This is an optimization exercise on Yosys and OpenROAD, whose aim is small area, not a production implementation.
The RTL was checked by simulation tests, not by an equivalence proof against the original design.
Power and IR drop assume default switching activity.

// fpu_ss
module fpu_ss (
  input  logic                       clk_i,
  input  logic                       arst_n_i,
  input  logic                       issue_valid_i,
  input  logic [32-1:0]    issue_instr_i,
  input  logic [32-1:0]    issue_rs1_i,
  input  logic [4-1:0]    issue_id_i,
  output logic                       issue_ready_o,
  output logic                       issue_accept_o,
  input  logic                       result_ready_i,
  output logic                       result_valid_o,
  output logic [32-1:0]    result_data_o,
  output logic [5-1:0] result_rd_o,
  output logic [4-1:0]    result_id_o,
  output logic                       result_we_o
);
  localparam int N = 32;
  logic [6:0] opcode, funct7;
  logic [2:0] funct3;
  logic [4:0] rs1, rs2, rd;
  logic       is_sgnj, is_mvxw, is_mvwx, is_csr;
  assign opcode = issue_instr_i[6:0];
  assign funct3 = issue_instr_i[14:12];
  assign funct7 = issue_instr_i[31:25];
  assign rs1    = issue_instr_i[19:15];
  assign rs2    = issue_instr_i[24:20];
  assign rd     = issue_instr_i[11:7];
  assign is_sgnj = (opcode == 7'b1010011) && (funct7 == 7'b0010000) &&
                   (funct3[2] == 1'b0) && (funct3[1:0] != 2'b11);
  assign is_mvxw = (opcode == 7'b1010011) && (funct7 == 7'b1110000) &&
                   (rs2 == 5'd0) && (funct3 == 3'b000);
  assign is_mvwx = (opcode == 7'b1010011) && (funct7 == 7'b1111000) &&
                   (rs2 == 5'd0) && (funct3 == 3'b000);
  assign is_csr  = (opcode == 7'b1110011) && (funct3 == 3'b001) &&
                   (issue_instr_i[31:20] == 12'h002);
  assign issue_accept_o = is_sgnj | is_mvxw | is_mvwx | is_csr;
  logic [31:0]  regs_q [N];
  logic [N-1:0] vld_q;
  logic [N-1:0] wsel;
  logic [N-1:0] sel_a, sel_b;
  logic [31:0]  fa;
  logic         fb_s;
  logic         fpr_we;
  assign fpr_we = result_valid_o & result_ready_i & ~result_we_o;
  always_comb begin
    fa   = '0;
    fb_s = 1'b0;
    for (int i = 0; i < N; i++) begin
  ...
Size: ~2300 cells after synthesis, about 1100 flip-flops.
export LEC_CHECK = 0
export CAP_MARGIN = 0
export CORE_MARGIN = 2
export CORE_UTILIZATION = 65
export CTS_BUF_LIST = sky130_fd_sc_hd__clkbuf_4 sky130_fd_sc_hd__clkbuf_8
export PLACE_DENSITY = 0.75
export SLEW_MARGIN = 0
create_clock -name core_clock -period 5.0 [get_ports {clk_i}]
run.sh (not shown) runs the stock make flow with config.mk's settings and CLKGATE_MAP_FILE= SYNTH_SCRIPT=/design/flow/synth_recipe.tcl, a recipe that flattens the netlist after the stock synthesis.
Edit:
Settings changed: CAP_MARGIN 0 to 20, CORE_UTILIZATION 65 to 40, CTS_BUF_LIST sky130_fd_sc_hd__clkbuf_4 sky130_fd_sc_hd__clkbuf_8 to unset, PLACE_DENSITY 0.75 to 0.6, SLEW_MARGIN 0 to 20.
What happened: The new run completed with no timing, DRC or antenna violations. Non-clock buffer count went up by 26. Design area went up by a few percent. Utilization went down by 28 points. Area after synthesis stays the same. First-iteration DRC count went down by about a fifth. Wire length went up by a few percent.
Edit:
==> flow/flow/run.sh (new file) <==
#!/bin/bash
# Standard ORFS layout with two changes: the port buffers are the smallest
# buffer, and clock tree synthesis uses larger sink clusters and no dummy loads.
set -euo pipefail
bash standard.sh finish \
  "BUFFER_PORTS_ARGS=-buffer_cell sky130_fd_sc_hd__buf_1" \
  "CTS_ARGS=-sink_clustering_enable -repair_clock_nets -dont_use_dummy_load -sink_clustering_size 30 -sink_clustering_max_diameter 80 -buf_list sky130_fd_sc_hd__clkbuf_16" \
  > standard_flow.log 2>&1
==> flow/standard.sh (new file) <==
#!/bin/bash
# synth_recipe.tcl (not shown) runs the flow's synth.tcl, then flattens the netlist and writes it again
# the make line also repeats each setting of config.mk as NAME=value (left out here)
make -C /OpenROAD-flow-scripts/flow DESIGN_CONFIG=/design/flow/config.mk WORK_HOME=/design/flow/orfs CLKGATE_MAP_FILE= SYNTH_SCRIPT=/design/flow/synth_recipe.tcl "${@:-finish}"
Settings changed: CAP_MARGIN 20 to 0, CORE_UTILIZATION 40 to 55, PLACE_DENSITY 0.6 to 0.7, SLEW_MARGIN 20 to 0.
removed: flow/run.sh
Outcome: The changed run completed with no timing, DRC or antenna violations. Worst setup slack is better by 0.55 ns. Worst hold slack is better by 0.066 ns. Via count drops by 1.2%. Cell area drops by 7.9%. Power drops by 21%. Die area drops by 27%.

==> separate check: timing with driven ports <==
The flow's constraints put no driver on any port. The routed layouts listed below were extracted and timed again, unchanged, in two steps.
Step 1 assumes that a clkbuf_16 drives the clock port and a buf_2 every other input.
Step 2 times the ports against the registers' clock, not the clock port: input delays grow and output delays shrink by t, the midpoint of the rising clock arrivals with the driver on.
Three values: ideal ports, drivers, drivers and shift; two values: the first two.
run	t (ns)	setup WS [ns]	worst setup path at the end	worst register clock-pin slew, ns	cell pins on the clock port's net
the first run	0.885	0.406 / 0.383 / 0.318	input to register	0.07 / 0.07	1
the second run	0.760	0.409 / 0.378 / -0.019	input to register	0.07 / 0.07	1
the third run	0.688	0.957 / 0.924 / 0.579	input to register	0.12 / 0.12	1
Met with ideal ports but missed after step 2: setup timing in the second run. The setup slack of the second run, which loses most, moves by -0.031 ns with the drivers and by -0.428 ns with both steps.
